Context: an optimization exercise on an open-source flow, tuned for small area. The choices shown serve that exercise and are no tape-out recipe. Only simulation tests tie the RTL to the original design; equivalence was not proved.

## v25
Design ex_stage, start of the top module:
module ex_stage (
  input  logic                             clk,
  input  logic                             rst_n,
  input  logic [3:0]                       alu_operator_i,
  input  logic [ex_pkg::xlen-1:0]          alu_operand_a_i,
  input  logic [ex_pkg::xlen-1:0]          alu_operand_b_i,
  input  logic [ex_pkg::xlen-1:0]          alu_operand_c_i,
  input  logic                             alu_en_i,
  input  logic [1:0]                       mult_operator_i,
  input  logic [ex_pkg::xlen-1:0]          mult_operand_a_i,
  input  logic [ex_pkg::xlen-1:0]          mult_operand_b_i,
  input  logic [ex_pkg::xlen-1:0]          mult_operand_c_i,
  input  logic                             mult_en_i,
  input  logic [ex_pkg::xlen-1:0]          mult_dot_op_a_i,
  input  logic [ex_pkg::xlen-1:0]          mult_dot_op_b_i,
  input  logic                             dot_spr_operand_i,
  input  logic                             lsu_en_i,
  input  logic [ex_pkg::xlen-1:0]          lsu_rdata_i,
  input  logic [rnn_pkg::tosprw_w-1:0]     lsu_tosprw_ex_i,
  input  logic [rnn_pkg::tospra_w-1:0]     lsu_tospra_ex_i,
  input  logic                             lsu_ready_ex_i,
  input  logic                             lsu_err_i,
  output logic                             compute_load_vliw_o,
  input  logic                             branch_in_ex_i,
  input  logic [ex_pkg::reg_addr_w-1:0]    regfile_alu_waddr_i,
  input  logic                             regfile_alu_we_i,
  input  logic                             regfile_we_i,
  input  logic [ex_pkg::reg_addr_w-1:0]    regfile_waddr_i,
  input  logic                             csr_access_i,
  input  logic [ex_pkg::xlen-1:0]          csr_rdata_i,
  output logic [ex_pkg::reg_addr_w-1:0]    regfile_waddr_wb_o,
  output logic                             regfile_we_wb_o,
  output logic [ex_pkg::xlen-1:0]          regfile_wdata_wb_o,
  output logic [ex_pkg::reg_addr_w-1:0]    regfile_alu_waddr_fw_o,
  output logic                             regfile_alu_we_fw_o,
  output logic [ex_pkg::xlen-1:0]          regfile_alu_wdata_fw_o,
  output logic [ex_pkg::xlen-1:0]          jump_target_o,
  output logic                             branch_decision_o,
  output logic                             ex_ready_o,
  ...
==> flow/config.mk <==
export PLATFORM = sky130hd
export DESIGN_NAME = ex_stage
export DESIGN_NICKNAME = ex_stage
export VERILOG_FILES = /design/flow/design.v
export SDC_FILE = /design/flow/constraint.sdc
export NUM_CORES = 4
export LEC_CHECK = 0
export CAP_MARGIN = 5
export CORE_MARGIN = 2
export CORE_UTILIZATION = 40
export SLEW_MARGIN = 5
export SYNTH_HIERARCHICAL = 1
export SYNTH_MINIMUM_KEEP_SIZE = 0
==> flow/constraint.sdc <==
create_clock -name core_clock -period 22.0 [get_ports {clk}]
set_input_delay 4.4000 -clock core_clock [delete_from_list [all_inputs] [get_ports {clk}]]
set_output_delay 4.4000 -clock core_clock [all_outputs]
set_load 0.01 [all_outputs]
standard.sh (not shown) runs the stock make flow with config.mk's settings and CLKGATE_MAP_FILE= SYNTH_SCRIPT=/design/flow/synth_recipe.tcl, a recipe that flattens the netlist after the stock synthesis.
==> flow/flow/run.sh <==
#!/bin/bash
# Standard ORFS layout with two changes: the port buffers are the smallest
# buffer cell, and clock tree synthesis adds no dummy loads and builds the
# tree from small clock buffers. Each step's output goes to its own log in
# the work folder.
set -euo pipefail
bash standard.sh synth > synth.log 2>&1
bash standard.sh "BUFFER_PORTS_ARGS=-buffer_cell sky130_fd_sc_hd__buf_1" \
  "CTS_ARGS=-sink_clustering_enable -repair_clock_nets -dont_use_dummy_load -buf_list {sky130_fd_sc_hd__clkbuf_4 sky130_fd_sc_hd__clkbuf_8}" \
  finish > layout.log 2>&1
Per the final summary, v25 finished and its layout is clean on timing, DRC and antenna.
#### Input delta (v27 over v25)
- CORE_UTILIZATION: 40 -> 50
==> flow/flow/run.sh <==
#!/bin/bash
# Standard ORFS layout with these changes: the port buffers are the smallest
# buffer cell; clock tree synthesis adds no dummy loads, builds the tree from
# small clock buffers and uses larger sink clusters. Each step's output goes
# to its own log in the work folder.
set -euo pipefail
bash standard.sh synth > synth.log 2>&1
bash standard.sh "BUFFER_PORTS_ARGS=-buffer_cell sky130_fd_sc_hd__buf_1" \
  "CTS_ARGS=-sink_clustering_enable -repair_clock_nets -dont_use_dummy_load -buf_list {sky130_fd_sc_hd__clkbuf_4 sky130_fd_sc_hd__clkbuf_8} -sink_clustering_size 16 -sink_clustering_max_diameter 80" \
  finish > layout.log 2>&1
==> comparison <==
Every stage of the flow completed for v27, and the final layout passed the timing, design-rule and antenna checks. v27 -> v25: netlist area before placement delta 0, exact match. Area of the die, v27 and v25: lower on v27. v27 vs. v25: sum of net half-perimeters after detailed placement climbed 5300 µm, placer congestion estimate climbed 0.047.
Changes in v26 relative to v27:
- GPL_TIMING_DRIVEN now 0, previously not set
- CORE_UTILIZATION now 40, was 50
diff --git a/flow/flow/run.sh b/flow/flow/run.sh
--- a/flow/flow/run.sh
+++ b/flow/flow/run.sh
@@ -9,2 +9,2 @@
   "CTS_ARGS=-sink_clustering_enable -repair_clock_nets -dont_use_dummy_load -buf_list {sky130_fd_sc_hd__clkbuf_4 sky130_fd_sc_hd__clkbuf_8} -sink_clustering_size 16 -sink_clustering_max_diameter 80" \
-  finish > layout.log 2>&1
+  REMOVE_ABC_BUFFERS=1 finish > layout.log 2>&1
==> comparison <==
Finished, but not clean: v26, with max-capacitance violations, max-slew violations. Per the comparison of v26 with v27, share of synthesized area occupied by flip-flops and latches about even, die area rose by 18000 µm², number of buffer and inverter instances along the worst setup path shows an increase of 4. For first-pass GRT wire length, dividing the value from v27 by the value from v26 gives 1.07. Taking v27 as the reference, in v26 total of hold buffers inserted after clock tree synthesis level, period utilization moved up, via count moved down.
--- input diff v26..v51 ---
- GPL_TIMING_DRIVEN: 0 -> unset
==> flow/flow/run.sh <==
#!/bin/bash
# Standard ORFS layout with two changes: the port buffers are the smallest
# buffer cell, and clock tree synthesis adds no dummy loads. Each step's
# output goes to its own log in the work folder.
set -euo pipefail
bash standard.sh synth > synth.log 2>&1
bash standard.sh "BUFFER_PORTS_ARGS=-buffer_cell sky130_fd_sc_hd__buf_1" \
  "CTS_ARGS=-sink_clustering_enable -repair_clock_nets -dont_use_dummy_load" \
  finish > layout.log 2>&1
Notes after the runs:
Out of v51 and v26, the only run to close with the timing, design-rule and antenna checks passing was v51.
To summarise v26: no stage aborted, but the layout did not pass its checks, failing on max-capacitance violations, max-slew violations.
Going from v26 to v51, cell area after synthesis held steady.
Compared with v26, in v51 multi-input logic portion of the cell area fell 0.80 points, maximum frequency from static timing analysis climbed 1.8 MHz.

* * *

ex_stage, a different RTL version from the one above (not shown whole).
Size in the first run: roughly 240 flip-flops.
==> flow/config.mk <==
export PLATFORM = sky130hd
export DESIGN_NAME = ex_stage
export DESIGN_NICKNAME = ex_stage
export VERILOG_FILES = /design/flow/design.v
export SDC_FILE = /design/flow/constraint.sdc
export NUM_CORES = 4
export LEC_CHECK = 0
export CAP_MARGIN = 0
export CORE_MARGIN = 2
export CORE_UTILIZATION = 40
export GPL_ROUTABILITY_DRIVEN = 0
export SLEW_MARGIN = 0
export SYNTH_HIERARCHICAL = 1
export SYNTH_MINIMUM_KEEP_SIZE = 0
==> flow/constraint.sdc <==
create_clock -name core_clock -period 22.0 [get_ports {clk}]
set_input_delay 4.4000 -clock core_clock [delete_from_list [all_inputs] [get_ports {clk}]]
set_output_delay 4.4000 -clock core_clock [all_outputs]
set_load 0.01 [all_outputs]
==> flow/flow/run.sh <==
#!/bin/bash
# Standard ORFS layout with these changes: the port buffers are the smallest
# buffer cell; clock tree synthesis adds no dummy loads, builds the tree from
# small clock buffers and uses larger sink clusters. Each step's output goes
# to its own log in the work folder.
set -euo pipefail
bash standard.sh synth > synth.log 2>&1
bash standard.sh "BUFFER_PORTS_ARGS=-buffer_cell sky130_fd_sc_hd__buf_1" \
  "CTS_ARGS=-sink_clustering_enable -repair_clock_nets -dont_use_dummy_load -buf_list {sky130_fd_sc_hd__clkbuf_4 sky130_fd_sc_hd__clkbuf_8} -sink_clustering_size 16 -sink_clustering_max_diameter 80" \
  finish > layout.log 2>&1
The baseline ran to the end with no violations.
Then changed:
- CAP_MARGIN: 0 -> 5
- SLEW_MARGIN: 0 -> 5
Effect: Design area does not change; die area stays the same; synthesized cell count does not change; clock skew stays the same.
Then changed:
- PLACE_DENSITY: not set -> 0.7
Effect: Now the flow completed and failed the layout checks on max-slew violations; setup slack degrades by 0.51 ns; non-clock buffer count is lower by 5; area after synthesis stays the same; global-route usage is lower by 0.16 points; wire length is about the same.

* * *

== job 5069 ==
RTL: one of the versions met above, not the one the previous note started from.
Size in the first run: about 470 I/O pins, about 36000 sq um of cells after synthesis.
Settings: LEC_CHECK=0, CAP_MARGIN=5, CORE_MARGIN=2, CORE_UTILIZATION=40, SLEW_MARGIN=5, SYNTH_HIERARCHICAL=1, SYNTH_MINIMUM_KEEP_SIZE=0; clock period 22.0 ns.
Scripts as last shown in full above: flow/flow/run.sh
The following lists how job 4707 was set up differently from job 5069:
==> flow/flow/run.sh <==
#!/bin/bash
# Standard ORFS layout, with the port buffers made from the smallest buffer
# cell instead of the cell buffer_ports picks by default. Each step's output
# goes to its own log in the work folder.
set -euo pipefail
bash standard.sh synth > synth.log 2>&1
bash standard.sh "BUFFER_PORTS_ARGS=-buffer_cell sky130_fd_sc_hd__buf_1" finish > layout.log 2>&1
--- a/flow/config.mk
+++ b/flow/config.mk
@@ -8 +8 @@
-export CAP_MARGIN = 5
+export CAP_MARGIN = 20
@@ -11 +11 @@
-export SLEW_MARGIN = 5
+export SLEW_MARGIN = 20
[summary]
~same cell area after placement in job 5069 and job 4707
Job 5069 has higher share of cell area taken by multi-input logic gates than job 4707.
The global-route usage over all layers on job 5069 is in line with that on job 4707.
Job 4707 vs. job 5069: first-pass GRT wire length went up by 0.37%.
The inputs of job 865 differ from those of job 4707 as listed below.
==> flow/flow/run.sh <==
#!/bin/bash
# Standard ORFS layout with these changes: the port buffers are the smallest
# buffer cell; clock tree synthesis adds no dummy loads, builds the tree from
# small clock buffers and uses larger sink clusters. Each step's output goes
# to its own log in the work folder.
set -euo pipefail
bash standard.sh synth > synth.log 2>&1
bash standard.sh "BUFFER_PORTS_ARGS=-buffer_cell sky130_fd_sc_hd__buf_1" \
  "CTS_ARGS=-sink_clustering_enable -repair_clock_nets -dont_use_dummy_load -buf_list {sky130_fd_sc_hd__clkbuf_4 sky130_fd_sc_hd__clkbuf_16} -sink_clustering_size 30 -sink_clustering_max_diameter 80" \
  finish > layout.log 2>&1
--- a/flow/config.mk
+++ b/flow/config.mk
@@ -8 +8 @@
-export CAP_MARGIN = 20
+export CAP_MARGIN = 5
@@ -11 +11 @@
-export SLEW_MARGIN = 20
+export SLEW_MARGIN = 5
--- outcome ---
Comparing job 865 against job 4707, there is no change at all in total negative setup slack.
Looking at job 865 and job 4707, the post-placement cell count is a wash.
Fmax of job 4707 is on par with job 865.
On global router's overall resource usage, job 865 and job 4707 are neck and neck.
Between job 4707 and job 865, the final period utilization does not differ in any meaningful way.
#### Input delta (job 9348 over job 865)
==> flow/flow/run.sh <==
#!/bin/bash
# Standard ORFS layout with these changes: the port buffers are the smallest
# buffer cell; clock tree synthesis adds no dummy loads and builds the tree
# from small clock buffers; after synthesis, the resizer may not use data
# buffers larger than buf_2. Each step's output goes to its own log in the
# work folder.
set -euo pipefail
bash standard.sh synth > synth.log 2>&1
DU="sky130_fd_sc_hd__probe_p_8 sky130_fd_sc_hd__probec_p_8 sky130_fd_sc_hd__lpflow_bleeder_1 sky130_fd_sc_hd__lpflow_clkbufkapwr_1 sky130_fd_sc_hd__lpflow_clkbufkapwr_16 sky130_fd_sc_hd__lpflow_clkbufkapwr_2 sky130_fd_sc_hd__lpflow_clkbufkapwr_4 sky130_fd_sc_hd__lpflow_clkbufkapwr_8 sky130_fd_sc_hd__lpflow_clkinvkapwr_1 sky130_fd_sc_hd__lpflow_clkinvkapwr_16 sky130_fd_sc_hd__lpflow_clkinvkapwr_2 sky130_fd_sc_hd__lpflow_clkinvkapwr_4 sky130_fd_sc_hd__lpflow_clkinvkapwr_8 sky130_fd_sc_hd__lpflow_decapkapwr_12 sky130_fd_sc_hd__lpflow_decapkapwr_3 sky130_fd_sc_hd__lpflow_decapkapwr_4 sky130_fd_sc_hd__lpflow_decapkapwr_6 sky130_fd_sc_hd__lpflow_decapkapwr_8 sky130_fd_sc_hd__lpflow_inputiso0n_1 sky130_fd_sc_hd__lpflow_inputiso0p_1 sky130_fd_sc_hd__lpflow_inputiso1n_1 sky130_fd_sc_hd__lpflow_inputiso1p_1 sky130_fd_sc_hd__lpflow_inputisolatch_1 sky130_fd_sc_hd__lpflow_isobufsrc_1 sky130_fd_sc_hd__lpflow_isobufsrc_16 sky130_fd_sc_hd__lpflow_isobufsrc_2 sky130_fd_sc_hd__lpflow_isobufsrc_4 sky130_fd_sc_hd__lpflow_isobufsrc_8 sky130_fd_sc_hd__lpflow_isobufsrckapwr_16 sky130_fd_sc_hd__lpflow_lsbuf_lh_hl_isowell_tap_1 sky130_fd_sc_hd__lpflow_lsbuf_lh_hl_isowell_tap_2 sky130_fd_sc_hd__lpflow_lsbuf_lh_hl_isowell_tap_4 sky130_fd_sc_hd__lpflow_lsbuf_lh_isowell_4 sky130_fd_sc_hd__lpflow_lsbuf_lh_isowell_tap_1 sky130_fd_sc_hd__lpflow_lsbuf_lh_isowell_tap_2 sky130_fd_sc_hd__lpflow_lsbuf_lh_isowell_tap_4"
bash standard.sh "BUFFER_PORTS_ARGS=-buffer_cell sky130_fd_sc_hd__buf_1" \
  "CTS_ARGS=-sink_clustering_enable -repair_clock_nets -dont_use_dummy_load -buf_list {sky130_fd_sc_hd__clkbuf_4 sky130_fd_sc_hd__clkbuf_8}" \
  "DONT_USE_CELLS=$DU sky130_fd_sc_hd__buf_4 sky130_fd_sc_hd__buf_6 sky130_fd_sc_hd__buf_8 sky130_fd_sc_hd__buf_12 sky130_fd_sc_hd__buf_16" \
  finish > layout.log 2>&1
[summary]
Taking job 865 as the reference, in job 9348 worst hold slack flat, layout-stage area growth over the synthesis result up 2.3 points, number of clock buffers in the layout up 26, design area up 840 sq um, wire length the detailed router placed on met1 up 6.6%. In the reports for job 865 and job 9348, the larger global-route usage belongs to job 9348. Comparing job 865 and job 9348, the lower via count of the first global-routing pass is on job 865. Looking at non-clock buffer count across job 865 and job 9348, the one that comes out higher is job 9348.

[port drivers added, routing unchanged]
How much do the figures lean on ideal ports? The routed layouts below were timed once more, with nothing changed but the port constraints.
Step 1 (the two cells are an assumption about what drives the block):
set clk [get_ports {clk}]
set_driving_cell -lib_cell sky130_fd_sc_hd__clkbuf_16 $clk
set_driving_cell -lib_cell sky130_fd_sc_hd__buf_2 [delete_from_list [all_inputs] $clk]
Step 2 times the ports against the registers' clock, not the clock port: input delays grow and output delays shrink by t, the midpoint of the rising clock arrivals with the driver on.
a / b / c = no drivers / after step 1 / after step 2; a / b = the first two.
run	shift t [ns]	slack for setup (ns)	hold WS [ns]	latest minus earliest clock arrival (ns)
v25	0.623	1.002 / 0.977 / 0.977	0.455 / 0.455 / 0.455	0.093 / 0.093
v27	0.589	0.928 / 0.901 / 0.901	0.467 / 0.467 / 0.467	0.067 / 0.067
v26	0.522	0.250 / 0.227 / 0.227	0.467 / 0.467 / 0.467	0.057 / 0.057
v51	0.589	1.049 / 1.023 / 1.023	0.455 / 0.455 / 0.455	0.035 / 0.035
the first run of note 2	0.577	0.917 / 0.897 / 0.897	0.476 / 0.476 / 0.476	0.028 / 0.027
the second run of note 2	0.577	0.917 / 0.897 / 0.897	0.476 / 0.476 / 0.476	0.028 / 0.027
the third run of note 2	0.557	0.406 / 0.376 / 0.376	0.484 / 0.484 / 0.484	0.025 / 0.025
job 5069	0.588	0.987 / 0.962 / 0.962	0.463 / 0.463 / 0.463	0.060 / 0.059
job 4707	0.605	1.029 / 1.005 / 1.005	0.459 / 0.459 / 0.459	0.021 / 0.021
job 865	0.533	1.015 / 0.989 / 0.989	0.458 / 0.458 / 0.458	0.086 / 0.086
job 9348	0.614	0.905 / 0.883 / 0.883	0.455 / 0.455 / 0.455	0.077 / 0.078
For the third run of note 2, which loses most, drivers alone change the setup slack by -0.030 ns; drivers and shift together by -0.030 ns.
